This design comes from an exercise in tuning for small area, a short achievable clock period and few clock cycles on the open sky130 flow, not from production work. Function was checked by simulation only, so behaviour that the tests miss may differ from the original. Power and IR drop assume default switching activity.

==> flow/config.mk <==
export PLATFORM = sky130hd
export DESIGN_NAME = source_text_tokenizer
export DESIGN_NICKNAME = source_text_tokenizer
export VERILOG_FILES = /design/flow/design.v
export SDC_FILE = /design/flow/constraint.sdc
export NUM_CORES = 4
export LEC_CHECK = 0
export ABC_CLOCK_PERIOD_IN_PS = 2500
export CAP_MARGIN = 20
export CORE_MARGIN = 2
export CORE_UTILIZATION = 40
export SETUP_SLACK_MARGIN = 5
export SLEW_MARGIN = 20
==> flow/constraint.sdc <==
create_clock -name core_clock -period 10.0 [get_ports {clk}]
set_input_delay 2.0000 -clock core_clock [delete_from_list [all_inputs] [get_ports {clk}]]
set_output_delay 2.0000 -clock core_clock [all_outputs]
set_load 0.01 [all_outputs]
==> flow/design.v <==
package stt_pkg;
    localparam logic [5:0] K_STRING  = 6'd31;
    localparam logic [5:0] K_NUMBER  = 6'd32;
    localparam logic [5:0] K_CPP     = 6'd47;
    localparam logic [5:0] K_ERROR   = 6'd62;
    localparam logic [5:0] K_END     = 6'd63;
    localparam int TOK_W = 6 + 20 + 20 + 16 + 16 + 1;
    localparam logic [3:0] M_IDLE    = 4'd0;   
    localparam logic [3:0] M_HELD    = 4'd1;   
    localparam logic [3:0] M_PEND    = 4'd2;   
    localparam logic [3:0] M_ENDT    = 4'd3;   
    localparam logic [3:0] M_COMMENT = 4'd4;
    localparam logic [3:0] M_STRING  = 4'd5;
    localparam logic [3:0] M_WORD    = 4'd6;
    localparam logic [3:0] M_NUMBER  = 4'd7;
    localparam logic [3:0] M_CPP     = 4'd8;
    localparam int TRIE_W = 7;
    localparam logic [TRIE_W-1:0] TRIE_CPP = 7'd111;
    function automatic logic [TRIE_W-1:0] trie_first(input logic [7:0] c);
        logic [TRIE_W-1:0] t;
        case (c)
            8'h66: t = 7'd1;   
            8'h63: t = 7'd2;   
            8'h62: t = 7'd9;   
            8'h6c: t = 7'd13;   
            8'h74: t = 7'd15;   
            8'h69: t = 7'd21;   
            8'h65: t = 7'd22;   
            8'h72: t = 7'd25;   
            8'h73: t = 7'd31;   
            8'h6e: t = 7'd35;   
            8'h75: t = 7'd46;   
            8'h76: t = 7'd56;   
            default: t = '0;
        endcase
        trie_first = t;
    endfunction
    function automatic logic [TRIE_W-1:0] trie_step(input logic [TRIE_W-1:0] s, input logic [7:0] c);
        logic [TRIE_W-1:0] t;
        t = '0;
        case (s)
            7'd1: begin if (c == 8'h6e) t = 7'd98; if (c == 8'h61) t = 7'd18; if (c == 8'h6f) t = 7'd30; if (c == 8'h33) t = 7'd50; if (c == 8'h36) t = 7'd51; end   
            7'd2: begin if (c == 8'h6f) t = 7'd3; if (c == 8'h70) t = 7'd42; if (c == 8'h68) t = 7'd52; end   
            7'd3: begin if (c == 8'h6e) t = 7'd4; end   
            7'd4: begin if (c == 8'h74) t = 7'd5; end   
            7'd5: begin if (c == 8'h69) t = 7'd6; end   
            7'd6: begin if (c == 8'h6e) t = 7'd7; end   
            7'd7: begin if (c == 8'h75) t = 7'd8; end   
            7'd8: begin if (c == 8'h65) t = 7'd99; end   
            7'd9: begin if (c == 8'h72) t = 7'd10; if (c == 8'h6f) t = 7'd54; end   
            7'd10: begin if (c == 8'h65) t = 7'd11; end   
            7'd11: begin if (c == 8'h61) t = 7'd12; end   
            7'd12: begin if (c == 8'h6b) t = 7'd100; end   
            7'd13: begin if (c == 8'h65) t = 7'd14; end   
            7'd14: begin if (c == 8'h74) t = 7'd101; end   
            7'd15: begin if (c == 8'h72) t = 7'd16; end   
            7'd16: begin if (c == 8'h75) t = 7'd17; end   
            7'd17: begin if (c == 8'h65) t = 7'd102; end   
            7'd18: begin if (c == 8'h6c) t = 7'd19; end   
            7'd19: begin if (c == 8'h73) t = 7'd20; end   
            7'd20: begin if (c == 8'h65) t = 7'd103; end   
            7'd21: begin if (c == 8'h66) t = 7'd104; if (c == 8'h38) t = 7'd112; if (c == 8'h31) t = 7'd43; if (c == 8'h33) t = 7'd44; if (c == 8'h36) t = 7'd45; end   
            7'd22: begin if (c == 8'h6c) t = 7'd23; if (c == 8'h78) t = 7'd38; end   
            7'd23: begin if (c == 8'h73) t = 7'd24; end   
            7'd24: begin if (c == 8'h65) t = 7'd105; end   
            7'd25: begin if (c == 8'h65) t = 7'd26; end   
            7'd26: begin if (c == 8'h74) t = 7'd27; end   
            7'd27: begin if (c == 8'h75) t = 7'd28; end   
            7'd28: begin if (c == 8'h72) t = 7'd29; end   
            7'd29: begin if (c == 8'h6e) t = 7'd106; end   
            7'd30: begin if (c == 8'h72) t = 7'd107; end   
            7'd31: begin if (c == 8'h74) t = 7'd32; end   
            7'd32: begin if (c == 8'h72) t = 7'd124; end   
            7'd124: begin if (c == 8'h75) t = 7'd33; end   
            7'd33: begin if (c == 8'h63) t = 7'd34; end   
            7'd34: begin if (c == 8'h74) t = 7'd108; end   
            7'd35: begin if (c == 8'h75) t = 7'd36; end   
            7'd36: begin if (c == 8'h6c) t = 7'd37; end   
            7'd37: begin if (c == 8'h6c) t = 7'd109; end   
            7'd38: begin if (c == 8'h74) t = 7'd39; end   
            7'd39: begin if (c == 8'h65) t = 7'd40; end   
            7'd40: begin if (c == 8'h72) t = 7'd41; end   
            7'd41: begin if (c == 8'h6e) t = 7'd110; end   
            7'd42: begin if (c == 8'h70) t = 7'd111; end   
            7'd43: begin if (c == 8'h36) t = 7'd113; end   
            7'd44: begin if (c == 8'h32) t = 7'd114; end   
            7'd45: begin if (c == 8'h34) t = 7'd115; end   
            7'd46: begin if (c == 8'h38) t = 7'd116; if (c == 8'h31) t = 7'd47; if (c == 8'h33) t = 7'd48; if (c == 8'h36) t = 7'd49; end   
            7'd47: begin if (c == 8'h36) t = 7'd117; end   
            7'd48: begin if (c == 8'h32) t = 7'd118; end   
            7'd49: begin if (c == 8'h34) t = 7'd119; end   
            7'd50: begin if (c == 8'h32) t = 7'd120; end   
            7'd51: begin if (c == 8'h34) t = 7'd121; end   
            7'd52: begin if (c == 8'h61) t = 7'd53; end   
            7'd53: begin if (c == 8'h72) t = 7'd122; end   
            7'd54: begin if (c == 8'h6f) t = 7'd55; end   
            7'd55: begin if (c == 8'h6c) t = 7'd123; end   
            7'd56: begin if (c == 8'h6f) t = 7'd57; end   
            7'd57: begin if (c == 8'h69) t = 7'd58; end   
            7'd58: begin if (c == 8'h64) t = 7'd125; end   
            default: t = '0;
        endcase
        trie_step = t;
    endfunction
    function automatic logic [5:0] trie_kind(input logic [TRIE_W-1:0] s);
        trie_kind = s[6] ? s[5:0] : 6'd33;
    endfunction
    function automatic logic is_alpha(input logic [7:0] c);
        is_alpha = (c >= 8'h61 && c <= 8'h7A) || (c >= 8'h41 && c <= 8'h5A);
    endfunction
    function automatic logic is_digit(input logic [7:0] c);
        is_digit = c >= 8'h30 && c <= 8'h39;
    endfunction
    function automatic logic is_space(input logic [7:0] c);
        is_space = c == 8'h20 || (c >= 8'h09 && c <= 8'h0D);
    endfunction
    function automatic logic is_num_byte(input logic [7:0] c);
        is_num_byte = is_digit(c) || (c >= 8'h61 && c <= 8'h66) || (c >= 8'h41 && c <= 8'h46) ||
               c == 8'h5F || c == 8'h2E || c == 8'h78 || c == 8'h58 ||
               c == 8'h6F || c == 8'h4F;
    endfunction
    function automatic logic [5:0] single_kind(input logic [7:0] c);
        logic [5:0] k;
        case (c)
            8'h2B:   k = 6'd0;
            8'h2D:   k = 6'd1;
            8'h2A:   k = 6'd2;
            8'h25:   k = 6'd4;
            8'h5C:   k = 6'd6;
            8'h2F:   k = 6'd7;
            8'h28:   k = 6'd9;
            8'h29:   k = 6'd10;
            8'h3D:   k = 6'd11;
            8'h21:   k = 6'd13;
            8'h3E:   k = 6'd15;
            8'h3C:   k = 6'd17;
            8'h26:   k = 6'd20;
            8'h7C:   k = 6'd22;
            8'h7E:   k = 6'd23;
            8'h5E:   k = 6'd24;
            8'h2C:   k = 6'd25;
            8'h2E:   k = 6'd26;
            8'h3B:   k = 6'd27;
            8'h3A:   k = 6'd28;
            8'h7B:   k = 6'd29;
            8'h7D:   k = 6'd30;
            default: k = K_ERROR;
        endcase
        single_kind = k;
    endfunction
    function automatic logic pairable(input logic [7:0] c);
        pairable = c == 8'h2A || c == 8'h25 || c == 8'h2F || c == 8'h3D || c == 8'h21 ||
               c == 8'h3E || c == 8'h3C || c == 8'h26 || c == 8'h7C;
    endfunction
    function automatic logic [5:0] pair_kind(input logic [5:0] h, input logic [7:0] n);
        logic [5:0] k;
        k = K_ERROR;
        case (h)
            6'd2:  if (n == 8'h2A) k = 6'd2; else if (n == 8'h3D) k = 6'd3;
            6'd4:  if (n == 8'h3D) k = 6'd5;
            6'd7:  if (n == 8'h2F) k = K_END; else if (n == 8'h3D) k = 6'd8;
            6'd11: if (n == 8'h3D) k = 6'd12;
            6'd13: if (n == 8'h3D) k = 6'd14;
            6'd15: if (n == 8'h3D) k = 6'd16;
            6'd17: if (n == 8'h3D) k = 6'd18;
            6'd20: if (n == 8'h26) k = 6'd19;
            6'd22: if (n == 8'h7C) k = 6'd21;
            default: ;
        endcase
        pair_kind = k;
    endfunction
    localparam int F_LF = 0, F_QUOTE = 1, F_ALNUM = 2, F_NUMB = 3, F_DOT = 4, F_RBRACE = 5, F_SLASH = 6, F_SPACE = 7;
    localparam int F_W = 8;
    function automatic logic [F_W-1:0] byte_flags(input logic [7:0] c);
        logic [F_W-1:0] f;
        f[F_LF]     = c == 8'h0A;
        f[F_QUOTE]  = c == 8'h22;
        f[F_ALNUM]  = is_alpha(c) || is_digit(c);
        f[F_NUMB]   = is_num_byte(c);
        f[F_DOT]    = c == 8'h2E;
        f[F_RBRACE] = c == 8'h7D;
        f[F_SLASH]  = c == 8'h2F;
        f[F_SPACE]  = is_space(c);
        byte_flags = f;
    endfunction
endpackage
module stt_queue #(
    parameter int N = 1
) (
    input  logic        clk,
    input  logic        rst_n,
    input  logic        push,
    input  logic [stt_pkg::TOK_W-1:0] wr_data,
    input  logic        out_stall,
    output logic        out_valid,
    output logic [stt_pkg::TOK_W-1:0] head,
    output logic        full
);
    localparam int CW = $clog2(N + 1);
    logic [stt_pkg::TOK_W-1:0] mem_reg [0:N-1];
    logic [CW-1:0] count_reg, count_next;
    logic          pop;
    assign out_valid = count_reg != '0;
    assign head      = mem_reg[0];
    assign full      = count_reg == CW'(N) && !pop;
    assign pop       = out_valid && !out_stall;
    assign count_next = count_reg + CW'(push) - CW'(pop);
    always_ff @(posedge clk or negedge rst_n)
    begin
        if (!rst_n) count_reg <= '0;
        else        count_reg <= count_next;
    end
    for (genvar i = 0; i < N; i++)
    begin : g_ent
        logic [stt_pkg::TOK_W-1:0] held, shifted;
        assign held = (push && count_reg == CW'(i)) ? wr_data : mem_reg[i];
        if (i < N - 1)
        begin : g_sh
            assign shifted = (push && count_reg == CW'(i + 1)) ? wr_data : mem_reg[i + 1];
        end
        else
        begin : g_last
            assign shifted = wr_data;
        end
        always_ff @(posedge clk)
            mem_reg[i] <= pop ? shifted : held;
    end
endmodule
module stt_front (
    input  logic        clk,
    input  logic        rst_n,
    input  logic        ib_v,
    input  logic [7:0]  c,
    input  logic        eot,
    input  logic [stt_pkg::F_W-1:0] f,
    input  logic        full,
    output logic        consume,
    output logic        push,
    output logic [stt_pkg::TOK_W-1:0] tok
);
    logic [3:0]  mode_r, mode_n;
    logic        fl_r, fl_n;
    logic [5:0]  hk_r, hk_n;
    logic [stt_pkg::TRIE_W-1:0] trie_r, trie_n;
    logic        pts_r, pts_n;
    logic [7:0]  depth_r, depth_n;
    logic        dlow_r;
    logic [15:0] span_r, span_n, span_inc;
    logic [19:0] off_r, off_n, off_inc;
    logic [19:0] line_r, line_n, line_inc;
    logic [15:0] col_r, col_n, col_inc;
    logic [19:0] ooff_r, ooff_n;
    logic [19:0] oline_r, oline_n;
    logic [15:0] ocol_r, ocol_n;
    logic        idle_emit, step;
    logic        emit, relex, endpos, last, lf, flushable, prev;
    logic [5:0]  kind, pk;
    logic [15:0] len;
    assign idle_emit = mode_r == stt_pkg::M_PEND || mode_r == stt_pkg::M_ENDT;
    assign step      = (fl_r || ib_v || idle_emit) && !(emit && full);
    assign consume   = step && !fl_r && ib_v;
    assign span_inc = (span_r == 16'hFFFF) ? span_r : span_r + 16'd1;
    assign off_inc  = (off_r == 20'hFFFFF) ? off_r : off_r + 20'd1;
    assign line_inc = (line_r == 20'hFFFFF) ? line_r : line_r + 20'd1;
    assign col_inc  = (col_r == 16'hFFFF) ? col_r : col_r + 16'd1;
    assign lf       = f[stt_pkg::F_LF];
    always_comb
    begin
        mode_n  = mode_r;
        fl_n    = 1'b0;
        hk_n    = hk_r;
        trie_n  = trie_r;
        pts_n   = pts_r;
        depth_n = depth_r;
        span_n  = span_r;
        ooff_n  = ooff_r;
        oline_n = oline_r;
        ocol_n  = ocol_r;
        off_n   = off_r;
        line_n  = line_r;
        col_n   = col_r;
        emit    = 1'b0;
        relex   = 1'b0;
        endpos  = 1'b0;
        kind    = hk_r;
        len     = '0;
        last    = 1'b1;
        pk      = stt_pkg::pair_kind(hk_r, c);
        flushable = 1'b0;
        prev    = 1'b0;
        if (fl_r)
        begin
            emit = 1'b1;
            last = 1'b0;
            case (mode_r)
                stt_pkg::M_STRING: begin kind = stt_pkg::K_STRING; len = span_r; end
                stt_pkg::M_WORD:   begin kind = stt_pkg::trie_kind(trie_r);
                                         len = (trie_r == stt_pkg::TRIE_CPP) ? 16'd0 : span_r; end
                stt_pkg::M_NUMBER: begin kind = stt_pkg::K_NUMBER; len = span_r; end
                stt_pkg::M_CPP:    begin kind = stt_pkg::K_CPP; len = span_r; end
                default:           kind = hk_r;
            endcase
            mode_n = stt_pkg::M_ENDT;
            ooff_n = off_r;
            off_n  = '0;
            line_n = 20'd1;
            col_n  = '0;
        end
        else if (!ib_v)
        begin
            emit   = idle_emit;
            endpos = (mode_r == stt_pkg::M_ENDT);
            kind   = endpos ? stt_pkg::K_END : hk_r;
            mode_n = stt_pkg::M_IDLE;
        end
        else
        begin
            off_n  = off_inc;
            col_n  = col_inc;
            if (lf)
            begin
                line_n = line_inc;
                col_n  = '0;
            end
            case (mode_r)
                stt_pkg::M_ENDT:
                begin
                    emit   = 1'b1;
                    endpos = 1'b1;
                    kind   = stt_pkg::K_END;
                    relex  = 1'b1;
                    prev   = 1'b1;
                end
                stt_pkg::M_PEND:
                begin
                    emit  = 1'b1;
                    relex = 1'b1;
                    prev  = 1'b1;
                end
                stt_pkg::M_HELD:
                begin
                    mode_n = stt_pkg::M_IDLE;
                    if (hk_r == 6'd7 && f[stt_pkg::F_SLASH])
                        mode_n = stt_pkg::M_COMMENT;
                    else if (pk != stt_pkg::K_ERROR)
                    begin
                        emit = 1'b1;
                        kind = pk;
                    end
                    else
                    begin
                        emit  = 1'b1;
                        relex = 1'b1;
                    end
                end
                stt_pkg::M_COMMENT:
                begin
                    if (lf) mode_n = stt_pkg::M_IDLE;
                end
                stt_pkg::M_STRING:
                begin
                    if (f[stt_pkg::F_QUOTE] || lf)
                    begin
                        emit   = 1'b1;
                        kind   = stt_pkg::K_STRING;
                        len    = span_r;
                        mode_n = stt_pkg::M_IDLE;
                    end
                    else
                        span_n = span_inc;
                end
                stt_pkg::M_WORD:
                begin
                    if (f[stt_pkg::F_ALNUM])
                    begin
                        trie_n = stt_pkg::trie_step(trie_r, c);
                        span_n = span_inc;
                    end
                    else if (trie_r == stt_pkg::TRIE_CPP)
                    begin
                        mode_n  = stt_pkg::M_CPP;
                        depth_n = 8'd1;
                        span_n  = '0;
                    end
                    else
                    begin
                        emit  = 1'b1;
                        kind  = stt_pkg::trie_kind(trie_r);
                        len   = span_r;
                        relex = 1'b1;
                    end
                end
                stt_pkg::M_NUMBER:
                begin
                    if (f[stt_pkg::F_NUMB])
                    begin
                        span_n = span_inc;
                        if (f[stt_pkg::F_DOT])
                        begin
                            pts_n = 1'b1;
                            if (pts_r)
                            begin
                                emit   = 1'b1;
                                kind   = stt_pkg::K_NUMBER;
                                len    = span_inc;
                                mode_n = stt_pkg::M_IDLE;
                            end
                        end
                    end
                    else
                    begin
                        emit  = 1'b1;
                        kind  = stt_pkg::K_NUMBER;
                        len   = span_r;
                        relex = 1'b1;
                    end
                end
                stt_pkg::M_CPP:
                begin
                    span_n = span_inc;
                    if (c == 8'h7B)
                    begin
                        if (depth_r != 8'd255) depth_n = depth_r + 8'd1;
                    end
                    else if (f[stt_pkg::F_RBRACE])
                        depth_n = depth_r - 8'd1;
                    if (f[stt_pkg::F_RBRACE] && dlow_r)
                    begin
                        emit   = 1'b1;
                        kind   = stt_pkg::K_CPP;
                        len    = span_inc;
                        mode_n = stt_pkg::M_IDLE;
                    end
                end
                default:
                    relex = 1'b1;
            endcase
            if (relex)
            begin
                mode_n  = stt_pkg::M_IDLE;
                ooff_n  = off_r;
                oline_n = line_r;
                ocol_n  = col_r;
                if (f[stt_pkg::F_SPACE])
                begin
                end
                else if (stt_pkg::pairable(c))
                begin
                    hk_n   = stt_pkg::single_kind(c);
                    mode_n = stt_pkg::M_HELD;
                end
                else if (c == 8'h22)
                begin
                    span_n = '0;
                    mode_n = stt_pkg::M_STRING;
                end
                else if (stt_pkg::is_alpha(c))
                begin
                    trie_n = stt_pkg::trie_first(c);
                    span_n = 16'd1;
                    mode_n = stt_pkg::M_WORD;
                end
                else if (stt_pkg::is_digit(c))
                begin
                    span_n = 16'd1;
                    pts_n  = 1'b0;
                    mode_n = stt_pkg::M_NUMBER;
                end
                else
                begin
                    hk_n   = stt_pkg::single_kind(c);
                    mode_n = stt_pkg::M_PEND;
                    last   = prev;
                end
            end
            if (eot)
            begin
                last = prev;
                flushable = mode_n != stt_pkg::M_IDLE && mode_n != stt_pkg::M_COMMENT;
                if (flushable)
                    fl_n = 1'b1;
                else
                begin
                    mode_n = stt_pkg::M_ENDT;
                    ooff_n = off_inc;
                    off_n  = '0;
                    line_n = 20'd1;
                    col_n  = '0;
                end
            end
        end
    end
    assign push    = step && emit;
    assign tok = {kind, ooff_r, endpos ? 20'd0 : oline_r, endpos ? 16'd0 : ocol_r, len, last};
    always_ff @(posedge clk or negedge rst_n)
    begin
        if (!rst_n)
        begin
            mode_r <= stt_pkg::M_IDLE;
            fl_r   <= 1'b0;
            off_r  <= '0;
            line_r <= 20'd1;
            col_r  <= '0;
        end
        else if (step)
        begin
            mode_r <= mode_n;
            fl_r   <= fl_n;
            off_r  <= off_n;
            line_r <= line_n;
            col_r  <= col_n;
        end
    end
    always_ff @(posedge clk)
    begin
        if (step)
        begin
            hk_r    <= hk_n;
            trie_r  <= trie_n;
            pts_r   <= pts_n;
            depth_r <= depth_n;
            dlow_r  <= depth_n <= 8'd2;
            span_r  <= span_n;
            ooff_r  <= ooff_n;
            oline_r <= oline_n;
            ocol_r  <= ocol_n;
        end
    end
endmodule
module stt_back (
    input  logic       clk,
    input  logic       rst_n,
    input  logic       in_valid,
    input  logic [7:0] ch,
    input  logic       end_of_text,
    input  logic       consume,
    output logic       in_stall,
    output logic       ib_v,
    output logic [7:0] ib_ch,
    output logic       ib_eot,
    output logic [stt_pkg::F_W-1:0] ib_f
);
    logic       accept;
    logic [7:0] s_ch;
    logic       s_eot;
    assign accept = in_valid && !in_stall;
    always_ff @(posedge clk or negedge rst_n)
    begin
        if (!rst_n)
        begin
            ib_v     <= 1'b0;
            in_stall <= 1'b0;
        end
        else
        begin
            ib_v     <= accept || in_stall || (ib_v && !consume);
            in_stall <= (in_stall || (accept && ib_v)) && !consume;
        end
    end
    always_ff @(posedge clk)
    begin
        if (!ib_v || consume)
        begin
            ib_ch  <= in_stall ? s_ch : ch;
            ib_f   <= stt_pkg::byte_flags(in_stall ? s_ch : ch);
            ib_eot <= in_stall ? s_eot : end_of_text;
        end
        if (accept)
        begin
            s_ch  <= ch;
            s_eot <= end_of_text;
        end
    end
endmodule
module source_text_tokenizer (
    input  logic        clk,
    input  logic        rst_n,
    input  logic        in_valid,
    output logic        in_stall,
    input  logic [7:0]  ch,
    input  logic        end_of_text,
    output logic        out_valid,
    input  logic        out_stall,
    output logic [5:0]  token_kind,
    output logic [19:0] start_offset,
    output logic [19:0] start_line,
    output logic [15:0] start_column,
    output logic [15:0] span_length,
    output logic        last_of_run
);
    logic        ib_v, ib_eot, consume, push, full;
    logic [7:0]  ib_ch;
    logic [stt_pkg::F_W-1:0] ib_f;
    logic [stt_pkg::TOK_W-1:0] tok, head;
    stt_back u_in (
        .clk         (clk),
        .rst_n       (rst_n),
        .in_valid    (in_valid),
        .ch          (ch),
        .end_of_text (end_of_text),
        .consume     (consume),
        .in_stall    (in_stall),
        .ib_v        (ib_v),
        .ib_ch       (ib_ch),
        .ib_eot      (ib_eot),
        .ib_f        (ib_f)
    );
    stt_front u_front (
        .clk     (clk),
        .rst_n   (rst_n),
        .ib_v    (ib_v),
        .c       (ib_ch),
        .eot     (ib_eot),
        .f       (ib_f),
        .full    (full),
        .consume (consume),
        .push    (push),
        .tok     (tok)
    );
    stt_queue u_queue (
        .clk       (clk),
        .rst_n     (rst_n),
        .push      (push),
        .wr_data   (tok),
        .out_stall (out_stall),
        .out_valid (out_valid),
        .head      (head),
        .full      (full)
    );
    assign {token_kind, start_offset, start_line, start_column, span_length, last_of_run} = head;
endmodule
==> flow/run.sh <==
#!/bin/bash
# synth_recipe.tcl (not shown) runs the flow's synth.tcl, then flattens the netlist and writes it again
# the make line also repeats each setting of config.mk as NAME=value (left out here)
make -C /OpenROAD-flow-scripts/flow DESIGN_CONFIG=/design/flow/config.mk WORK_HOME=/design/flow/orfs CLKGATE_MAP_FILE= SYNTH_SCRIPT=/design/flow/synth_recipe.tcl finish
==> results.json, run 1 <==
{
  "run_status": "finished clean",
  "cts_inserted_buffers": 29,
  "synthesis.area_per_instance_um2": 9.30,
  "setup_total_negative_slack_ps": 0,
  "drcViolationCount": 0,
  "synth_largest_type_area_fraction": 0.365,
  "p_leak_nw": 6.56,
  "cap_violations": 0,
  "root_buffer": "sky130_fd_sc_hd__clkbuf_16",
  "worst_hold_path.num_cells": 0,
  "synth_async_sr_flop_share": 0.242,
  "yosys_register_bits": 264,
  "worst_setup_margin_ps": 5670,
  "post-cts-setup-buffer-count": 0,
  "antenna_found_initial": 0,
  "dpl-instance-area_um2": 17800,
  "levels_on_crit_path": 7,
  "period_share": 0.433,
  "mappedNetlistNets": 1787,
  "critical_path.max_fanout": 25,
  "hpwlAfterDp_um": 35800,
  "grt_first_pass_wirelength_um": 80300,
  "critPathTopFamily": "compound AO/OA/AOI/OAI gates",
  "core_region_area_um2": 40600,
  "p_per_area_nw_per_um2": 327,
  "die-area_um2": 42700,
  "die_height_um": 207,
  "finalWorstPathRequiredPeriod_ps": 4330,
  "drt-total-wl_um": 51600,
  "critical_path.n_buffers_inverters": 0,
  "worst_clock_skew_ps": 21.3,
  "cp_slowest_stage_delay_ps": 850,
  "detailedRoute.firstIterationViolations": 1607,
  "worst-r2r-cell-count": 7,
  "internal-power_mw": 3.45,
  "maxSlewViolCount": 0,
  "area_delta_synth_final_pct": 14.2,
  "synth_edf_count": 200,
  "post_route_cells_drive_above_1_share": 0.0712,
  "synth_flop_cell": "sky130_fd_sc_hd__edfxtp_1",
  "cts.sink_count": 264,
  "ys_top_cells_by_count": "sky130_fd_sc_hd__edfxtp_1, sky130_fd_sc_hd__nand2_1, sky130_fd_sc_hd__nor2_1",
  "rsz0062_at_grt": "false",
  "synthMostInstantiatedCell": "sky130_fd_sc_hd__edfxtp_1",
  "critical_path.startpoint_type": "flip-flop",
  "setup-violations-final": 0,
  "detailedPlace.worstSlack_ps": 5000,
  "avgViaCountPerCell": 6.35,
  "drtPass1Iterations": 6,
  "netlist.top_cell.by_area": "sky130_fd_sc_hd__edfxtp_1",
  "worst-slew-pin-transition_ps": 1120,
  "cts_max_path_buffers": 3,
  "global_route.usage.total": 0.238,
  "drt-wirelength-per-cell_um": 22.0,
  "switchingPower_mw": 2.68,
  "vias": 14882,
  "maximum_number_of_pins_on_one_net_before_global_route_repair": 74,
  "largest_reg_flops": 79,
  "critical_path_class": "flip-flop to flip-flop",
  "pwr-share-comb": 0.451,
  "crit_required_ps": 10430,
  "timing.fmax_ghz": 0.231,
  "insertedDiodeCount": 0,
  "arrival_ps": 4760,
  "slowest_stage": "sky130_fd_sc_hd__dfrtp_1",
  "slew-limit-headroom": 0.251,
  "final_net_count": 1808,
  "die-width_um": 207,
  "clk_transition_reported_paths_ps": 60,
  "synth.yosys.warnings": 4,
  "path_cells": "or4b_1 > a31oi_1 > o211ai_1 > o21ai_2 > o21ai_1 > or4_1 > nand4_1",
  "postCtsResizedCells": 0,
  "final_cell_area_um2": 18800,
  "tritoncts": "yes",
  "hold_buffers": 0,
  "seq_power_share": 0.372,
  "global_route.overflow_total": 0,
  "p_sw_frac": 0.437,
  "mappedNetlistArea_um2": 16400,
  "portBuffers": 93,
  "gp_congestion": 0.972,
  "synth.lib_cells_used.distinct": 101,
  "hold_ws_ps": 464,
  "number_of_global_route_vias_before_repair": 13650,
  "timing.critical_path.to_type": "flip-flop",
  "netlist_instances": 1768,
  "power.ir.vdd_worst_mv": 0.218,
  "worst_hold_path_type": "flip-flop to flip-flop",
  "cell_rows": 74,
  "clock_tree.htree_level_count": 1,
  "ant_nets": 0,
  "worstSkewPairLatency_ps": 580,
  "synth_top_cells_by_area": "sky130_fd_sc_hd__edfxtp_1, sky130_fd_sc_hd__dfrtp_1, sky130_fd_sc_hd__nand2_1",
  "yosysSeqAreaShare": 0.463,
  "pwr-share-clk": 0.178,
  "final_hold_viol_count": 0,
  "initial_core_util": 0.404,
  "num_io_pins": 94
}
[power groups by stage]
stage | registers (mW) | clock network, mW | logic [mW]
after floorplan | 2.11 | 0 | 1.83
after global placement | 2.28 | 0 | 2.69
after detailed placement | 2.29 | 0 | 2.70
after CTS | 2.27 | 1.11 | 2.72
after global routing | 2.34 | 1.15 | 3.00
final | 2.28 | 1.09 | 2.76
[cell families (layout without fill, tap and decap cells)]
kind of cell             after synthesis  after routing  synth area share
AO/OA/AOI/OAI                        524            524             0.215
flip-flops                           264            264             0.463
multiplexers                          18             18            0.0115
buffers and inverters                167            210            0.0411
adder cells (fa/ha/maj)                6              6           0.00457
XOR/XNOR                              14             14           0.00746
AND/OR/NAND/NOR                      775            775             0.258
[worst register-to-register path: cells and delay by family (launching register included)]
kind | cells | cell delay [ps]
compound gates | 4 | 2040
flops | 1 | 850
simple gates | 3 | 1320
[worst paths after layout]
check | startpoint | to | slack (ps)
max in group asynchronous | rst_n | u_front.off_r[5] | 7790
min in group asynchronous | rst_n | u_front.line_r[9] | 1630
min reg2reg | u_front.ooff_r[5] | u_queue.mem_reg[0][58] | 460
min | u_front.ooff_r[5] | u_queue.mem_reg[0][58] | 460
max reg2reg | u_front.mode_r[0] | u_front.ooff_r[8] | 5670
max | u_front.mode_r[0] | u_front.ooff_r[8] | 5670
[layout make-up]
cell class              instances  area, µm²
multi-input cells            1337       8230
inverters                      34        128
well taps                     532        666
clock buffers                  36        762
clock inverters                17        203
repair buffers                123       1170
flip-flops and latches        264       7610
fillers                      3812      21900
[placed cells by master (no fill, tap or decap), types with 38 or more instances in the layout]
master and instances:
sky130_fd_sc_hd__dfrtp_1 63, sky130_fd_sc_hd__a21oi_1 106, sky130_fd_sc_hd__nor3_1 58, sky130_fd_sc_hd__nand4_1 44
sky130_fd_sc_hd__nand2_1 163, sky130_fd_sc_hd__o21ai_0 99, sky130_fd_sc_hd__nand3_1 88, sky130_fd_sc_hd__nor2b_1 49
sky130_fd_sc_hd__clkdlybuf4s50_1 92, sky130_fd_sc_hd__nor2_1 137, sky130_fd_sc_hd__edfxtp_1 200, sky130_fd_sc_hd__and3_1 38
[layer usage]
layer	wire, µm	up-vias	share of wire	GRT usage
met1	23700	7259	0.46	0.353
met5	0	-	0	0
met2	23100	651	0.45	0.366
li1	-	6889	-	-
met3	3660	83	0.071	0.0323
met4	1180	0	0.023	0.0598
[per-stage QoR]
stage | power (mW) | std cells | util
2_1_floorplan | 3.94 | 1768 | -
3_5_place_dp | 4.99 | 2289 | 0.437
5_1_grt | 6.49 | 2343 | 0.462
6_report | 6.13 | 2343 | 0.462
3_3_place_gp | 4.97 | 2289 | 0.437
4_1_cts | 6.10 | 2342 | 0.461
Testbench counts, summed over its fixed seeds: cycles 18,522.
==> inputs of run 2 (changes only) <==
--- a/flow/config.mk
+++ b/flow/config.mk
@@ -5,7 +5,7 @@
 export SDC_FILE = /design/flow/constraint.sdc
 export NUM_CORES = 4
 export LEC_CHECK = 0
-export ABC_CLOCK_PERIOD_IN_PS = 2500
+export ABC_AREA = 1
 export CAP_MARGIN = 20
 export CORE_MARGIN = 2
 export CORE_UTILIZATION = 40
==> run 2 against run 1 <==
Via count up 3.7%. Non-clock buffer count down 20. Clock power about the same. Critical path type unchanged.
==> results.json, run 2 <==
{
  "run_status": "finished clean",
  "setup_total_negative_slack_ps": 0,
  "post-cts-setup-buffer-count": 0,
  "drt-wirelength-per-cell_um": 18.7,
  "synth_top_cells_by_area": "sky130_fd_sc_hd__edfxtp_1, sky130_fd_sc_hd__nand2_1, sky130_fd_sc_hd__dfrtp_1",
  "global_route.overflow_total": 0,
  "synth_flop_cell": "sky130_fd_sc_hd__edfxtp_1",
  "timing.fmax_ghz": 0.214,
  "worst_setup_margin_ps": 5320,
  "critical_path_class": "flip-flop to flip-flop",
  "cp_slowest_stage_delay_ps": 810,
  "setup-violations-final": 0,
  "p_per_area_nw_per_um2": 320,
  "worstSkewPairLatency_ps": 580,
  "hpwlAfterDp_um": 38000,
  "synth.yosys.warnings": 4,
  "avgViaCountPerCell": 5.55,
  "initial_core_util": 0.405,
  "die-width_um": 207,
  "netlist_instances": 2140,
  "post_synth_fa_ha_maj_area_fraction": 0.00454,
  "post_synth_xor_area_fraction": 0.0180,
  "drtPass1Iterations": 7,
  "largest_reg_flops": 79,
  "post_route_cells_drive_above_1_share": 0.0592,
  "synth_async_sr_flop_share": 0.242,
  "clk_transition_reported_paths_ps": 60,
  "cell_rows": 74,
  "synthMostInstantiatedCell": "sky130_fd_sc_hd__nand2_1",
  "period_share": 0.468,
  "root_buffer": "sky130_fd_sc_hd__clkbuf_16",
  "cap_violations": 0,
  "mappedNetlistNets": 2159,
  "netlist.top_cell.by_area": "sky130_fd_sc_hd__edfxtp_1",
  "die_height_um": 207,
  "vias": 15432,
  "final_common_cell": "sky130_fd_sc_hd__nand2_1",
  "synth_edf_count": 200,
  "detailedPlace.worstSlack_ps": 5400,
  "number_of_placed_instances_with_taps_included": 2723,
  "area_delta_synth_final_pct": 14.9,
  "arrival_ps": 5160,
  "slew-limit-headroom": 0.293,
  "tritoncts": "yes",
  "synth_compound_gate_area_share": 0.145,
  "power.ir.vdd_worst_mv": 0.206,
  "hold_ws_ps": 449,
  "timing.critical_path.to_type": "flip-flop",
  "path_cells": "nand2_1 > nor2_2 > inv_2 > nor3_4 > inv_2 > nand2_1 > nor2_1 > nor2_1 > nand3_1 > nand2_1 > a21oi_4 > nor2_4 > buf_4 > nand2_2 > o21ai_0",
  "drt-total-wl_um": 52100,
  "cts_inserted_buffers": 29,
  "mappedNetlistArea_um2": 16500,
  "crit_required_ps": 10470,
  "final_cell_area_um2": 19000,
  "global_route.usage.total": 0.237,
  "detailedRoute.firstIterationViolations": 1492,
  "num_io_pins": 94,
  "muxShareOfSynthArea": 0.000681,
  "ys_top_cells_by_count": "sky130_fd_sc_hd__nand2_1, sky130_fd_sc_hd__inv_1, sky130_fd_sc_hd__nor2_1",
  "clock_tree.htree_level_count": 1,
  "critical_path.startpoint_type": "flip-flop",
  "worst_clock_skew_ps": 9.71,
  "critical_path.most_common_cell": "sky130_fd_sc_hd__nand2_1",
  "simple_logic_cell_fraction_of_the_synthesized_area": 0.277,
  "die-area_um2": 43000,
  "worst_hold_path_type": "flip-flop to flip-flop",
  "cts.sink_count": 264,
  "synthesis.area_per_instance_um2": 7.73,
  "maximum_number_of_pins_on_one_net_before_global_route_repair": 74,
  "p_leak_nw": 8.18,
  "fillers": 3967,
  "portBuffers": 93,
  "rsz0062_at_grt": "false",
  "final_net_count": 2242,
  "antenna_found_initial": 3,
  "yosys_register_bits": 264,
  "cts_max_path_buffers": 3,
  "finalWorstPathRequiredPeriod_ps": 4680,
  "slowest_stage": "sky130_fd_sc_hd__nor2_1",
  "maxSlewViolCount": 0,
  "postCtsResizedCells": 0,
  "yosysSeqAreaShare": 0.460,
  "largest_family_of_logic_cells_by_synthesized_area": "simple AND/OR/NAND/NOR gates",
  "critical_path.max_fanout": 45,
  "synth.lib_cells_used.distinct": 62,
  "drcViolationCount": 0,
  "number_of_global_route_vias_before_repair": 14708,
  "grt_first_pass_wirelength_um": 82100,
  "synth_largest_type_area_fraction": 0.363,
  "core_region_area_um2": 40800,
  "worst-slew-pin-transition_ps": 1050,
  "final_hold_viol_count": 0,
  "layout.cells.non_filler": 2780,
  "dpl-instance-area_um2": 18000,
  "final_cell_mix": "sky130_fd_sc_hd__nand2_1, sky130_fd_sc_hd__inv_1, sky130_fd_sc_hd__nor2_1",
  "ant_nets": 0,
  "gp_congestion": 0.968,
  "hold_buffers": 0
}
run 2: stage by stage:
step	power, mW	util
detailed placement	4.92	0.440
global route	6.52	0.466
finish	6.08	0.466
global placement	4.91	0.440
floorplan	3.92	-
CTS	6.07	0.465
run 2: worst max-delay path, delay by kind of cell (launching register included):
family          cells  cell delay [ps]
compound gates      2              500
buf+inv             3              690
flops               1              410
simple gates       10             2950
run 2: layout make-up:
class	instances	area (µm²)	share of cell area
clock buffer	38	800	0.0421
sequential	264	7610	0.400
clock inverter	16	196	0.0103
multi-input combinational	1472	7390	0.389
inverter	353	1330	0.0698
tap	532	666	0.0350
timing repair buffer	103	1020	0.0537
antenna	2	5.00	0.000263
run 2: path summary, 6_finish.rpt:
path                                           to  slack (ps)              start  cells past startpoint
min                        u_queue.mem_reg[0][60]         450  u_front.ooff_r[7]                      0
min reg2reg                u_queue.mem_reg[0][60]         450  u_front.ooff_r[7]                      0
max                            u_front.line_r[18]        5320  u_front.trie_r[3]                     15
max in group asynchronous       u_front.off_r[10]        7750              rst_n                      2
max reg2reg                    u_front.line_r[18]        5320  u_front.trie_r[3]                     15
min in group asynchronous       u_front.line_r[5]        1640              rst_n                      2
run 2: per-layer routing:
metal  up-vias  GRT usage  share of wire
li1       7454          -              -
met3        98     0.0375          0.068
met1      7295      0.329           0.45
met5         -          0        0.00025
met2       583      0.374           0.45
met4         2     0.0874          0.034
run 2: power breakdown:
| group | internal [mW] | total, mW | switching (mW) |
|---|---|---|---|
| clock | 0.667 | 1.12 | 0.454 |
| combinational | 0.872 | 2.78 | 1.91 |
| sequential | 1.86 | 2.18 | 0.316 |
| total | 3.40 | 6.08 | 2.68 |
run 2: logic make-up (layout without fill, tap and decap cells):
logic type | Yosys count | count (layout)
buf+inv | 404 | 510
mux | 1 | 1
other cells | 0 | 2
simple gates | 1033 | 1033
xor+xnor | 34 | 34
flops | 264 | 264
fa+ha+maj | 6 | 6
compound gates | 398 | 398
==> inputs of run 3 (changes only) <==
--- a/flow/config.mk
+++ b/flow/config.mk
@@ -5,7 +5,7 @@
 export SDC_FILE = /design/flow/constraint.sdc
 export NUM_CORES = 4
 export LEC_CHECK = 0
-export ABC_AREA = 1
+export ABC_CLOCK_PERIOD_IN_PS = 4000
 export CAP_MARGIN = 20
 export CORE_MARGIN = 2
 export CORE_UTILIZATION = 40
==> run 3 against run 2 <==
Clock-buffer cell count fell by 2. Register-to-register slack improved by 350 ps. Synthesized cell count fell by 17%. Global-route usage rose by 0.11 points. Non-clock buffer count rose by 20. Sequential power rose by 5%. Still clean on timing, DRC and antenna. Combinational power barely moved. Worst setup slack improved by 350 ps. Routed wire length fell by 0.99%.
==> results.json, run 3 <==
{
  "clk_transition_reported_paths_ps": 60,
  "setup-violations-final": 0,
  "worst-slew-pin-transition_ps": 1120,
  "drcViolationCount": 0,
  "final_cell_mix": "sky130_fd_sc_hd__edfxtp_1, sky130_fd_sc_hd__nand2_1, sky130_fd_sc_hd__nor2_1",
  "r2r_setup_slack_ps": 5670,
  "period_share": 0.433,
  "worst_clock_skew_ps": 21.3,
  "final_common_cell": "sky130_fd_sc_hd__edfxtp_1",
  "postCtsResizedCells": 0,
  "worstSkewPairLatency_ps": 580,
  "layout.cells.non_filler": 2343,
  "netlist_instances": 1768,
  "slew-limit-headroom": 0.251,
  "detailedPlace.worstSlack_ps": 5000,
  "die-area_um2": 42700,
  "cp-endpoint": "u_front.ooff_r[8]",
  "power.ir.vdd_worst_mv": 0.218,
  "cts_max_path_buffers": 3,
  "synth_flop_cell": "sky130_fd_sc_hd__edfxtp_1",
  "insertedDiodeCount": 0,
  "die-width_um": 207,
  "final_hold_viol_count": 0,
  "synth_async_sr_flop_share": 0.242,
  "synth.yosys.warnings": 4,
  "critical_path_class": "flip-flop to flip-flop",
  "setup_total_negative_slack_ps": 0,
  "cts_inserted_buffers": 29,
  "arrival_ps": 4760,
  "drt-total-wl_um": 51600,
  "mappedNetlistArea_um2": 16400,
  "finalWorstPathRequiredPeriod_ps": 4330,
  "crit_required_ps": 10430,
  "timing.critical_path.to_type": "flip-flop",
  "timing.fmax_ghz": 0.231,
  "number_of_global_route_vias_before_repair": 13650,
  "synth_top_cells_by_area": "sky130_fd_sc_hd__edfxtp_1, sky130_fd_sc_hd__dfrtp_1, sky130_fd_sc_hd__nand2_1",
  "portBuffers": 93,
  "cell_rows": 74,
  "hpwlAfterDp_um": 35800,
  "worst_hold_path_type": "flip-flop to flip-flop",
  "root_buffer": "sky130_fd_sc_hd__clkbuf_16",
  "largest_reg_flops": 79,
  "synthMostInstantiatedCell": "sky130_fd_sc_hd__edfxtp_1",
  "initial_core_util": 0.404,
  "p_leak_nw": 6.56,
  "p_per_area_nw_per_um2": 327,
  "worst_setup_margin_ps": 5670,
  "antenna_found_initial": 0,
  "final_net_count": 1808,
  "global_route.usage.total": 0.238,
  "yosysSeqAreaShare": 0.463,
  "clock_tree.htree_level_count": 1,
  "grt_first_pass_wirelength_um": 80300,
  "synth_edf_count": 200,
  "hold_ws_ps": 464,
  "netlist.top_cell.by_area": "sky130_fd_sc_hd__edfxtp_1",
  "ys_top_cells_by_count": "sky130_fd_sc_hd__edfxtp_1, sky130_fd_sc_hd__nand2_1, sky130_fd_sc_hd__nor2_1",
  "gp_congestion": 0.972,
  "core_region_area_um2": 40600,
  "area_delta_synth_final_pct": 14.2,
  "utilization": 0.462,
  "crit-reg2reg-launch": "u_front.mode_r[0]",
  "rsz0062_at_grt": "false",
  "r2r_end": "u_front.ooff_r[8]",
  "maxSlewViolCount": 0,
  "yosys_register_bits": 264,
  "post_route_cells_drive_above_1_share": 0.0712,
  "post-cts-setup-buffer-count": 0,
  "tritoncts": "yes",
  "worst-r2r-cell-count": 7,
  "synth_largest_type_area_fraction": 0.365,
  "dpl-instance-area_um2": 17800,
  "global_route.overflow_total": 0,
  "final_cell_area_um2": 18800,
  "num_io_pins": 94,
  "drtPass1Iterations": 6,
  "synthesis.area_per_instance_um2": 9.30,
  "vias": 14882,
  "avgViaCountPerCell": 6.35,
  "run_status": "finished clean",
  "hold_buffers": 0,
  "cts.sink_count": 264,
  "worst_setup_path_startpoint": "u_front.mode_r[0]",
  "design_power_total_mw": 6.13,
  "cap_violations": 0,
  "ant_nets": 0,
  "die_height_um": 207,
  "number_of_placed_instances_with_taps_included": 2289,
  "critical_path.startpoint_type": "flip-flop",
  "maximum_number_of_pins_on_one_net_before_global_route_repair": 74,
  "critical_path.max_fanout": 25,
  "mappedNetlistNets": 1787,
  "drt-wirelength-per-cell_um": 22.0,
  "synth.lib_cells_used.distinct": 101,
  "detailedRoute.firstIterationViolations": 1607
}
-- run 3: worst min path at each step --
| stage | depth (start not counted) | start | slack (ps) | to |
|---|---|---|---|---|
| 3_3_place_gp | 0 | u_front.ooff_r[4] | 440 | u_queue.mem_reg[0][57] |
| 3_5_place_dp | 0 | u_front.ooff_r[7] | 440 | u_queue.mem_reg[0][60] |
| 4_1_cts | 0 | u_front.ooff_r[4] | 460 | u_queue.mem_reg[0][57] |
| 5_1_grt | 0 | u_front.ooff_r[11] | 480 | u_queue.mem_reg[0][64] |
| 6_report | 0 | u_front.ooff_r[5] | 460 | u_queue.mem_reg[0][58] |
| 2_1_floorplan | 0 | u_front.ooff_r[10] | 420 | u_queue.mem_reg[0][63] |
-- run 3: power breakdown --
group	internal [mW]	total (mW)	leakage [nW]	switching [mW]
clock network	0.645	1.09	0.466	0.444
logic	0.982	2.76	3.22	1.78
registers	1.83	2.28	2.88	0.454
-- run 3: critical path, stage by stage (launching register included) --
cell and delay (ps):
sky130_fd_sc_hd__dfrtp_1 850, sky130_fd_sc_hd__or4b_1 620, sky130_fd_sc_hd__a31oi_1 490, sky130_fd_sc_hd__o211ai_1 310, sky130_fd_sc_hd__o21ai_2 680, sky130_fd_sc_hd__o21ai_1 550
sky130_fd_sc_hd__or4_1 600, sky130_fd_sc_hd__nand4_1 90
-- run 3: logic make-up (layout without fill, tap and decap cells) --
kind of cell,count (synthesis),after routing,share of synthesized area
compound gates,524,524,0.215
xor+xnor,14,14,0.00746
fa+ha+maj,6,6,0.00457
buf+inv,167,210,0.0411
flops,264,264,0.463
mux,18,18,0.0115
simple gates,775,775,0.258
-- run 3: cell type report --
cell class / count / area, µm²
well taps: 532 / 666
inverters: 34 / 128
clock buffers: 36 / 762
flip-flops and latches: 264 / 7610
repair buffers: 123 / 1170
fillers: 3812 / 21900
multi-input cells: 1337 / 8230
clock inverters: 17 / 203
-- run 3: layer usage --
layer,part of all wire,global-route usage,vias up
met1,0.46,0.353,7259
li1,-,-,6889
met5,0,0,-
met3,0.071,0.0323,83
met4,0.023,0.0598,0
met2,0.45,0.366,651
==> inputs of run 4 (changes only) <==
--- a/flow/config.mk
+++ b/flow/config.mk
@@ -5,7 +5,7 @@
 export SDC_FILE = /design/flow/constraint.sdc
 export NUM_CORES = 4
 export LEC_CHECK = 0
-export ABC_CLOCK_PERIOD_IN_PS = 4000
+export ABC_CLOCK_PERIOD_IN_PS = 1500
 export CAP_MARGIN = 20
 export CORE_MARGIN = 2
 export CORE_UTILIZATION = 40
==> run 4 against run 3 <==
Still clean. Via count stayed put. Design area stayed put. Routed wire length stayed put. Highest routed layer unchanged.
==> results.json, run 4 <==
{
  "detailedRoute.firstIterationViolations": 1607,
  "number_of_global_route_vias_before_repair": 13650,
  "portBuffers": 93,
  "crit_required_ps": 10430,
  "die-width_um": 207,
  "critical_path_class": "flip-flop to flip-flop",
  "mappedNetlistArea_um2": 16400,
  "worst_hold_path_type": "flip-flop to flip-flop",
  "vias": 14882,
  "utilization": 0.462,
  "synthMostInstantiatedCell": "sky130_fd_sc_hd__edfxtp_1",
  "initial_core_util": 0.404,
  "run_status": "finished clean",
  "p_leak_nw": 6.56,
  "hold_buffers": 0,
  "timing.fmax_ghz": 0.231,
  "ys_top_cells_by_count": "sky130_fd_sc_hd__edfxtp_1, sky130_fd_sc_hd__nand2_1, sky130_fd_sc_hd__nor2_1",
  "synth_edf_count": 200,
  "crit-reg2reg-launch": "u_front.mode_r[0]",
  "worstSkewPairLatency_ps": 580,
  "avgViaCountPerCell": 6.35,
  "antenna_found_initial": 0,
  "cts.sink_count": 264,
  "synth_largest_type_area_fraction": 0.365,
  "largest_reg_flops": 79,
  "root_buffer": "sky130_fd_sc_hd__clkbuf_16",
  "maximum_number_of_pins_on_one_net_before_global_route_repair": 74,
  "netlist.top_cell.by_area": "sky130_fd_sc_hd__edfxtp_1",
  "final_cell_mix": "sky130_fd_sc_hd__edfxtp_1, sky130_fd_sc_hd__nand2_1, sky130_fd_sc_hd__nor2_1",
  "gp_congestion": 0.972,
  "slew-limit-headroom": 0.251,
  "netlist_instances": 1768,
  "synth.yosys.warnings": 4,
  "worst-r2r-cell-count": 7,
  "cts_max_path_buffers": 3,
  "r2r_setup_slack_ps": 5670,
  "post-cts-setup-buffer-count": 0,
  "core_region_area_um2": 40600,
  "area_delta_synth_final_pct": 14.2,
  "period_share": 0.433,
  "synth.lib_cells_used.distinct": 101,
  "global_route.overflow_total": 0,
  "drcViolationCount": 0,
  "post_route_cells_drive_above_1_share": 0.0712,
  "rsz0062_at_grt": "false",
  "worst-slew-pin-transition_ps": 1120,
  "yosys_register_bits": 264,
  "worst_clock_skew_ps": 21.3,
  "clock_tree.htree_level_count": 1,
  "arrival_ps": 4760,
  "insertedDiodeCount": 0,
  "worst_hold_path.endpoint": "u_queue.mem_reg[0][58]",
  "critical_path.startpoint_type": "flip-flop",
  "cell_rows": 74,
  "synth_flop_cell": "sky130_fd_sc_hd__edfxtp_1",
  "final_net_count": 1808,
  "tritoncts": "yes",
  "num_io_pins": 94,
  "cap_violations": 0,
  "postCtsResizedCells": 0,
  "p_per_area_nw_per_um2": 327,
  "ant_nets": 0,
  "r2r_end": "u_front.ooff_r[8]",
  "hold_path.startpoint": "u_front.ooff_r[5]",
  "yosysSeqAreaShare": 0.463,
  "maxSlewViolCount": 0,
  "power.ir.vdd_worst_mv": 0.218,
  "setup-violations-final": 0,
  "die-area_um2": 42700,
  "synth_async_sr_flop_share": 0.242,
  "drtPass1Iterations": 6,
  "timing.critical_path.to_type": "flip-flop",
  "final_common_cell": "sky130_fd_sc_hd__edfxtp_1",
  "critical_path.max_fanout": 25,
  "setup_total_negative_slack_ps": 0,
  "cts_inserted_buffers": 29,
  "mappedNetlistNets": 1787,
  "clk_transition_reported_paths_ps": 60,
  "global_route.usage.total": 0.238,
  "fillers": 3812,
  "drt-wirelength-per-cell_um": 22.0,
  "grt_first_pass_wirelength_um": 80300,
  "synth_top_cells_by_area": "sky130_fd_sc_hd__edfxtp_1, sky130_fd_sc_hd__dfrtp_1, sky130_fd_sc_hd__nand2_1",
  "final_hold_viol_count": 0,
  "finalWorstPathRequiredPeriod_ps": 4330,
  "hpwlAfterDp_um": 35800,
  "worst_hold_path.num_cells": 0,
  "die_height_um": 207,
  "synthesis.area_per_instance_um2": 9.30,
  "drt-total-wl_um": 51600
}
[run 4: cell counts in the layout (fill, tap and decap cells not counted)]
Identical to the previous run, type by type.
[run 4: how the worst max path moves through the flow]
stage | start | to | slack [ps] | cells after the start
2_1_floorplan | out_stall | u_front.ocol_r[0] | 5720 | 4
3_3_place_gp | out_stall | u_front.col_r[14] | 5050 | 9
3_5_place_dp | out_stall | u_front.col_r[14] | 5000 | 9
4_1_cts | out_stall | u_front.col_r[12] | 5600 | 9
5_1_grt | u_front.hk_r[2] | u_front.ooff_r[7] | 5460 | 8
6_report | u_front.mode_r[0] | u_front.ooff_r[8] | 5670 | 7
[run 4: area by class of cell]
cell class              count  area [µm²]  area share
clock buffers              36         762      0.0406
repair buffers            123        1170      0.0624
multi-input cells        1337        8230       0.438
clock inverters            17         203      0.0108
flip-flops and latches    264        7610       0.405
well taps                 532         666      0.0355
inverters                  34         128     0.00680
[run 4: per-layer routing]
metal,share of wire,track usage,up-vias
met1,0.46,0.353,7259
li1,-,-,6889
met3,0.071,0.0323,83
met5,0,0,-
met2,0.45,0.366,651
met4,0.023,0.0598,0
[run 4: power by group]
group | internal (mW) | total (mW) | switching [mW] | leakage, nW
clock | 0.645 | 1.09 | 0.444 | 0.466
sequential | 1.83 | 2.28 | 0.454 | 2.88
combinational | 0.982 | 2.76 | 1.78 | 3.22
[run 4: through the flow]
step	area [µm²]	setup WS [ps]	instances	total power [mW]	hold WS, ps
floorplan	16400	5720	1768	3.94	420
global placement	17800	5050	2289	4.97	439
detailed placement	17800	5000	2289	4.99	437
CTS	18700	5600	2342	6.10	464
global route	18800	5460	2343	6.49	476
finish	18800	5670	2343	6.13	464
[run 4: cells by family (layout without fill, tap and decap cells)]
kind of cell / after synthesis / after routing / synth area share
adder cells (fa/ha/maj): 6 / 6 / 0.00457
AO/OA/AOI/OAI: 524 / 524 / 0.215
flip-flops: 264 / 264 / 0.463
multiplexers: 18 / 18 / 0.0115
XOR/XNOR: 14 / 14 / 0.00746
buffers and inverters: 167 / 210 / 0.0411
AND/OR/NAND/NOR: 775 / 775 / 0.258
[run 4: worst max-delay path: stages, from the launching register on]
cell and delay [ps]:
sky130_fd_sc_hd__dfrtp_1 850, sky130_fd_sc_hd__or4b_1 620, sky130_fd_sc_hd__a31oi_1 490, sky130_fd_sc_hd__o211ai_1 310, sky130_fd_sc_hd__o21ai_2 680, sky130_fd_sc_hd__o21ai_1 550
sky130_fd_sc_hd__or4_1 600, sky130_fd_sc_hd__nand4_1 90
==> inputs of run 5 (changes only) <==
--- a/flow/config.mk
+++ b/flow/config.mk
@@ -5,9 +5,9 @@
 export SDC_FILE = /design/flow/constraint.sdc
 export NUM_CORES = 4
 export LEC_CHECK = 0
-export ABC_CLOCK_PERIOD_IN_PS = 1500
 export CAP_MARGIN = 20
 export CORE_MARGIN = 2
-export CORE_UTILIZATION = 40
+export CORE_UTILIZATION = 65
+export CTS_BUF_LIST = sky130_fd_sc_hd__clkbuf_8
 export SETUP_SLACK_MARGIN = 5
 export SLEW_MARGIN = 20
==> run 5 against run 4 <==
Fmax rose by 2.0%. Sequential power barely moved. Worst setup slack improved by 83 ps. Flip-flop and latch count did not move.
==> results.json, run 5 <==
{
  "worst_clock_skew_ps": 40.2,
  "avgViaCountPerCell": 7.29,
  "root_buffer": "sky130_fd_sc_hd__clkbuf_8",
  "timing.fmax_ghz": 0.235,
  "yosysSeqAreaShare": 0.463,
  "maximum_number_of_pins_on_one_net_before_global_route_repair": 65,
  "ant_nets": 0,
  "drt-wirelength-per-cell_um": 23.2,
  "cap_violations": 0,
  "hold_buffers": 0,
  "global_route.overflow_total": 0,
  "cp_slowest_stage_delay_ps": 820,
  "pwr-share-comb": 0.465,
  "layout.cells.non_filler": 2170,
  "cts_max_path_buffers": 3,
  "netlist_instances": 1768,
  "critical_path.max_fanout": 24,
  "final_net_count": 1824,
  "muxShareOfSynthArea": 0.0115,
  "cell_rows": 58,
  "worstSkewPairLatency_ps": 590,
  "critical_path.most_common_cell": "sky130_fd_sc_hd__nor2_1",
  "final_hold_viol_count": 0,
  "gp_congestion": 0.987,
  "die-width_um": 163,
  "synth_async_sr_flop_share": 0.242,
  "postCtsResizedCells": 0,
  "drtPass1Iterations": 7,
  "critPathTopFamily": "simple AND/OR/NAND/NOR gates",
  "hpwlAfterDp_um": 33400,
  "die_height_um": 163,
  "path_cells": "nand4bb_1 > nor4_1 > nor2_1 > a31oi_1 > o21ai_2 > nor2_1 > mux2_2",
  "critical_path.n_buffers_inverters": 0,
  "drt-total-wl_um": 50400,
  "post_route_cells_drive_above_1_share": 0.0848,
  "drcViolationCount": 0,
  "critical_path.startpoint_type": "flip-flop",
  "setup-violations-final": 0,
  "p_leak_nw": 6.59,
  "mappedNetlistNets": 1787,
  "synth_largest_type_area_fraction": 0.365,
  "number_of_global_route_vias_before_repair": 14631,
  "worst_hold_path_type": "flip-flop to flip-flop",
  "rsz0062_at_grt": "false",
  "synth.yosys.warnings": 4,
  "worst-slew-pin-transition_ps": 1010,
  "seq_power_share": 0.372,
  "antenna_found_initial": 0,
  "synth_edf_count": 200,
  "die-area_um2": 26600,
  "clock_tree.htree_level_count": 2,
  "insertedDiodeCount": 0,
  "period_share": 0.425,
  "post_synth_xor_area_fraction": 0.00746,
  "slew-limit-headroom": 0.322,
  "global_route.usage.total": 0.371,
  "mappedNetlistArea_um2": 16400,
  "number_of_placed_instances_with_taps_included": 2089,
  "pwr-share-clk": 0.162,
  "cts_inserted_buffers": 43,
  "power.ir.vdd_worst_mv": 0.235,
  "switchingPower_mw": 2.72,
  "largest_family_of_logic_cells_by_synthesized_area": "simple AND/OR/NAND/NOR gates",
  "slowest_stage": "sky130_fd_sc_hd__dfrtp_1",
  "post-cts-setup-buffer-count": 0,
  "synth_flop_cell": "sky130_fd_sc_hd__edfxtp_1",
  "crit_required_ps": 10330,
  "setup_total_negative_slack_ps": 0,
  "final_cell_mix": "sky130_fd_sc_hd__edfxtp_1, sky130_fd_sc_hd__nand2_1, sky130_fd_sc_hd__nor2_1",
  "netlist.top_cell.by_area": "sky130_fd_sc_hd__edfxtp_1",
  "area_delta_synth_final_pct": 12.1,
  "tritoncts": "yes",
  "num_io_pins": 94,
  "synth.lib_cells_used.distinct": 101,
  "cts.sink_count": 264,
  "arrival_ps": 4570,
  "detailedRoute.firstIterationViolations": 3181,
  "initial_core_util": 0.656,
  "ys_top_cells_by_count": "sky130_fd_sc_hd__edfxtp_1, sky130_fd_sc_hd__nand2_1, sky130_fd_sc_hd__nor2_1",
  "synth_top_cells_by_area": "sky130_fd_sc_hd__edfxtp_1, sky130_fd_sc_hd__dfrtp_1, sky130_fd_sc_hd__nand2_1",
  "synthesis.area_per_instance_um2": 9.30,
  "p_sw_frac": 0.452,
  "grt_first_pass_wirelength_um": 79000,
  "post_synth_fa_ha_maj_area_fraction": 0.00457,
  "clk_transition_reported_paths_ps": 70,
  "p_per_area_nw_per_um2": 327,
  "portBuffers": 93,
  "yosys_register_bits": 264,
  "internal-power_mw": 3.31,
  "largest_reg_flops": 79,
  "finalWorstPathRequiredPeriod_ps": 4250,
  "maxSlewViolCount": 0,
  "critical_path_class": "flip-flop to flip-flop",
  "final_common_cell": "sky130_fd_sc_hd__edfxtp_1",
  "run_status": "finished clean",
  "synthMostInstantiatedCell": "sky130_fd_sc_hd__edfxtp_1",
  "timing.critical_path.to_type": "flip-flop",
  "simple_logic_cell_fraction_of_the_synthesized_area": 0.258,
  "synth_compound_gate_area_share": 0.215,
  "core_region_area_um2": 25000,
  "vias": 15829
}
[run 5: cell counts after synthesis]
Identical to the previous run, type by type.
[run 5: through the flow]
| step | setup WS, ps | utilization | hold WS [ps] | area (µm²) | total power, mW |
|---|---|---|---|---|---|
| after floorplan | 5720 | - | 420 | 16400 | 3.94 |
| after global placement | 5510 | 0.699 | 442 | 17500 | 4.82 |
| after detailed placement | 5410 | 0.699 | 442 | 17500 | 4.93 |
| after CTS | 5660 | 0.735 | 452 | 18400 | 5.92 |
| after global routing | 5650 | 0.736 | 469 | 18400 | 6.31 |
| final | 5750 | 0.736 | 458 | 18400 | 6.03 |
[run 5: cell families after synthesis]
| group | count (synthesis) |
|---|---|
| simple gates | 775 |
| flops | 264 |
| buf+inv | 167 |
| xor+xnor | 14 |
| fa+ha+maj | 6 |
| mux | 18 |
| compound gates | 524 |
[run 5: path summary, 6_finish.rpt]
| kind | start | to | slack, ps | depth (start not counted) |
|---|---|---|---|---|
| min in group asynchronous | rst_n | u_front.line_r[6] | 1640 | 2 |
| max | u_front.mode_r[1] | u_front.ooff_r[12] | 5750 | 7 |
| min | u_front.ooff_r[2] | u_queue.mem_reg[0][55] | 460 | 0 |
| max reg2reg | u_front.mode_r[1] | u_front.ooff_r[12] | 5750 | 7 |
| max in group asynchronous | rst_n | u_front.col_r[13] | 7780 | 2 |
| min reg2reg | u_front.ooff_r[2] | u_queue.mem_reg[0][55] | 460 | 0 |
[run 5: power groups by stage]
| stage | Sequential, mW | Combinational, mW | Clock (mW) |
|---|---|---|---|
| floorplan | 2.11 | 1.83 | 0 |
| global placement | 2.21 | 2.61 | 0 |
| detailed placement | 2.24 | 2.69 | 0 |
| CTS | 2.23 | 2.71 | 0.982 |
| global route | 2.29 | 2.99 | 1.03 |
| finish | 2.25 | 2.81 | 0.980 |
[run 5: final cells by class]
cell class | count | area, µm²
fill | 1711 | 6610
clock inverter | 35 | 270
timing repair buffer | 125 | 1170
multi-input combinational | 1337 | 8210
clock buffer | 45 | 619
inverter | 34 | 128
tap | 330 | 413
sequential | 264 | 7610
[run 5: metal layers]
metal	vias to the layer above	GRT usage	wire length, µm
met5	-	0	0
met4	0	0.163	2600
met3	252	0.0691	5620
met2	1317	0.583	23100
met1	7334	0.507	19100
li1	6926	-	-
==> inputs of run 6 (changes only) <==
==> flow/flow/run.sh (new file) <==
#!/bin/bash
# Standard layout; ports are buffered with the smallest buffer instead of the default choice
bash standard.sh "BUFFER_PORTS_ARGS=-buffer_cell sky130_fd_sc_hd__buf_1" finish > standard.log 2>&1
==> flow/standard.sh (new file) <==
#!/bin/bash
# synth_recipe.tcl (not shown) runs the flow's synth.tcl, then flattens the netlist and writes it again
# the make line also repeats each setting of config.mk as NAME=value (left out here)
make -C /OpenROAD-flow-scripts/flow DESIGN_CONFIG=/design/flow/config.mk WORK_HOME=/design/flow/orfs CLKGATE_MAP_FILE= SYNTH_SCRIPT=/design/flow/synth_recipe.tcl "${@:-finish}"
removed: flow/run.sh
==> run 6 against run 5 <==
First-iteration DRC count down 13%. Utilization down 2.6 points. Fmax down 1.5%. Synthesized area unchanged. Clock power down 4.6%. Flip-flop and latch count unchanged. Design area down 3.5%. Final cell count down 0.28%. Critical path depth up 4. Sequential power up 2%. Die area unchanged. Combinational power down 8.5%.
==> results.json, run 6 <==
{
  "post_route_cells_drive_above_1_share": 0.0791,
  "slowest_stage": "sky130_fd_sc_hd__edfxtp_1",
  "rsz0062_at_grt": "false",
  "die-area_um2": 26600,
  "synth_largest_type_area_fraction": 0.365,
  "busiest_layer": "met2",
  "power.ir.vdd_worst_mv": 0.340,
  "clk_transition_reported_paths_ps": 70,
  "portBuffers": 93,
  "synth.yosys.warnings": 4,
  "initial_core_util": 0.656,
  "mappedNetlistArea_um2": 16400,
  "arrival_ps": 4790,
  "cts_max_path_buffers": 3,
  "grt_use_met1": 0.519,
  "synth_flop_cell": "sky130_fd_sc_hd__edfxtp_1",
  "setup_total_negative_slack_ps": 0,
  "maximum_number_of_pins_on_one_net_before_global_route_repair": 80,
  "critical_path.most_common_cell": "sky130_fd_sc_hd__buf_4",
  "vias": 15796,
  "global_route.overflow_total": 0,
  "drtPass1Iterations": 8,
  "largest_reg_flops": 79,
  "path_cells": "and4_1 > a211oi_1 > nor2_1 > a41o_1 > nand2_1 > inv_1 > buf_4 > o211ai_4 > buf_4 > or4_1 > o21ai_1",
  "setup-violations-final": 0,
  "synth_async_sr_flop_share": 0.242,
  "die-width_um": 163,
  "core_region_area_um2": 25000,
  "period_share": 0.431,
  "critical_path.n_buffers_inverters": 3,
  "worst-slew-pin-transition_ps": 1040,
  "switchingPower_mw": 2.70,
  "global_route.usage.met3": 0.0592,
  "layout.cells.non_filler": 2164,
  "utilization": 0.710,
  "tritoncts": "yes",
  "ant_nets": 0,
  "final_net_count": 1820,
  "finalWorstPathRequiredPeriod_ps": 4310,
  "synthesis.area_per_instance_um2": 9.30,
  "cap_violations": 0,
  "timing.critical_path.to_type": "flip-flop",
  "critical_path.max_fanout": 45,
  "final_cell_mix": "sky130_fd_sc_hd__edfxtp_1, sky130_fd_sc_hd__nand2_1, sky130_fd_sc_hd__nor2_1",
  "gp_congestion": 0.997,
  "worst-r2r-cell-count": 11,
  "p_leak_nw": 6.30,
  "seq_power_share": 0.395,
  "grt_first_pass_wirelength_um": 78300,
  "avgViaCountPerCell": 7.30,
  "area_delta_synth_final_pct": 8.17,
  "timing.fmax_ghz": 0.232,
  "number_of_placed_instances_with_taps_included": 2087,
  "yosys_register_bits": 264,
  "run_status": "finished clean",
  "final_hold_viol_count": 0,
  "drcViolationCount": 0,
  "ys_top_cells_by_count": "sky130_fd_sc_hd__edfxtp_1, sky130_fd_sc_hd__nand2_1, sky130_fd_sc_hd__nor2_1",
  "worst_hold_path_type": "flip-flop to flip-flop",
  "clock_tree.htree_level_count": 2,
  "worst_clock_skew_ps": 53.8,
  "post-cts-setup-buffer-count": 0,
  "critPathTopFamily": "simple AND/OR/NAND/NOR gates",
  "mappedNetlistNets": 1787,
  "netlist.top_cell.by_area": "sky130_fd_sc_hd__edfxtp_1",
  "worst_setup_margin_ps": 5690,
  "insertedDiodeCount": 0,
  "antenna_found_initial": 0,
  "cp_slowest_stage_delay_ps": 970,
  "internal-power_mw": 3.09,
  "detailedRoute.firstIterationViolations": 2762
}
==> run 6: changes by cell type in the layout (fill, tap and decap cells not counted), moves of 2 or more <==
| cell | before | now |
|---|---|---|
| sky130_fd_sc_hd__buf_1 | 0 | 92 |
| sky130_fd_sc_hd__buf_4 | 31 | 29 |
| sky130_fd_sc_hd__clkdlybuf4s50_1 | 92 | 0 |
| sky130_fd_sc_hd__clkinv_1 | 5 | 8 |
| sky130_fd_sc_hd__clkinv_2 | 16 | 9 |
| sky130_fd_sc_hd__inv_1 | 39 | 41 |
| sky130_fd_sc_hd__inv_8 | 2 | 0 |
==> run 6: final cells by class <==
class | instances | area (µm²)
inverters | 34 | 128
clock inverters | 31 | 209
fillers | 1784 | 7260
repair buffers | 122 | 568
flip-flops and latches | 264 | 7610
multi-input cells | 1337 | 8220
clock buffers | 46 | 633
well taps | 330 | 413
==> run 6: through the flow <==
step	power, mW	area (µm²)
2_1_floorplan	3.94	16400
3_3_place_gp	4.67	16900
3_5_place_dp	4.75	16900
4_1_cts	5.70	17800
5_1_grt	6.08	17800
6_report	5.79	17800
==> run 6: path summary, 6_finish.rpt <==
path	endpoint	slack, ps	start
min	u_queue.mem_reg[0][57]	450	u_front.ooff_r[4]
max in group asynchronous	u_in.ib_v	7740	rst_n
min reg2reg	u_queue.mem_reg[0][57]	450	u_front.ooff_r[4]
min in group asynchronous	u_front.line_r[8]	1640	rst_n
max reg2reg	u_front.col_r[11]	5690	u_front.trie_r[3]
max	u_front.col_r[11]	5690	u_front.trie_r[3]
==> run 6: power by group through the flow <==
stage                     Combinational (mW)  Clock, mW  Sequential, mW
after detailed placement                2.47          0            2.28
final                                   2.57      0.935            2.29
after global placement                  2.41          0            2.25
after floorplan                         1.83          0            2.11
after global routing                    2.76      0.984            2.34
after CTS                               2.49      0.943            2.26
==> run 6: per-layer routing <==
layer	vias up	wire length (µm)
met1	7342	19300
met3	248	5540
met2	1280	22300
li1	6926	-
met5	-	0
met4	0	2530
==> run 6: cells by family (layout without fill, tap and decap cells) <==
logic type | count (synthesis) | count (layout) | synth area share
flops | 264 | 264 | 0.463
fa+ha+maj | 6 | 6 | 0.00457
simple gates | 775 | 775 | 0.258
mux | 18 | 18 | 0.0115
compound gates | 524 | 524 | 0.215
xor+xnor | 14 | 14 | 0.00746
buf+inv | 167 | 233 | 0.0411
==> run 6: worst reg2reg max path: stages, from the launching register on <==
cell	delay, ps
sky130_fd_sc_hd__edfxtp_1	970
sky130_fd_sc_hd__and4_1	490
sky130_fd_sc_hd__a211oi_1	190
sky130_fd_sc_hd__nor2_1	280
sky130_fd_sc_hd__a41o_1	240
sky130_fd_sc_hd__nand2_1	110
sky130_fd_sc_hd__inv_1	480
sky130_fd_sc_hd__buf_4	400
sky130_fd_sc_hd__o211ai_4	110
sky130_fd_sc_hd__buf_4	310
sky130_fd_sc_hd__or4_1	550
sky130_fd_sc_hd__o21ai_1	100

Re-timed with assumed drivers on the ports (clkbuf_16 on the clock, buf_2 on other inputs), run 6 has 5.690 ns of setup slack against 5.690 ns with ideal ports, and 5.349 ns once port delays also move by the mid clock arrival of 0.612 ns.
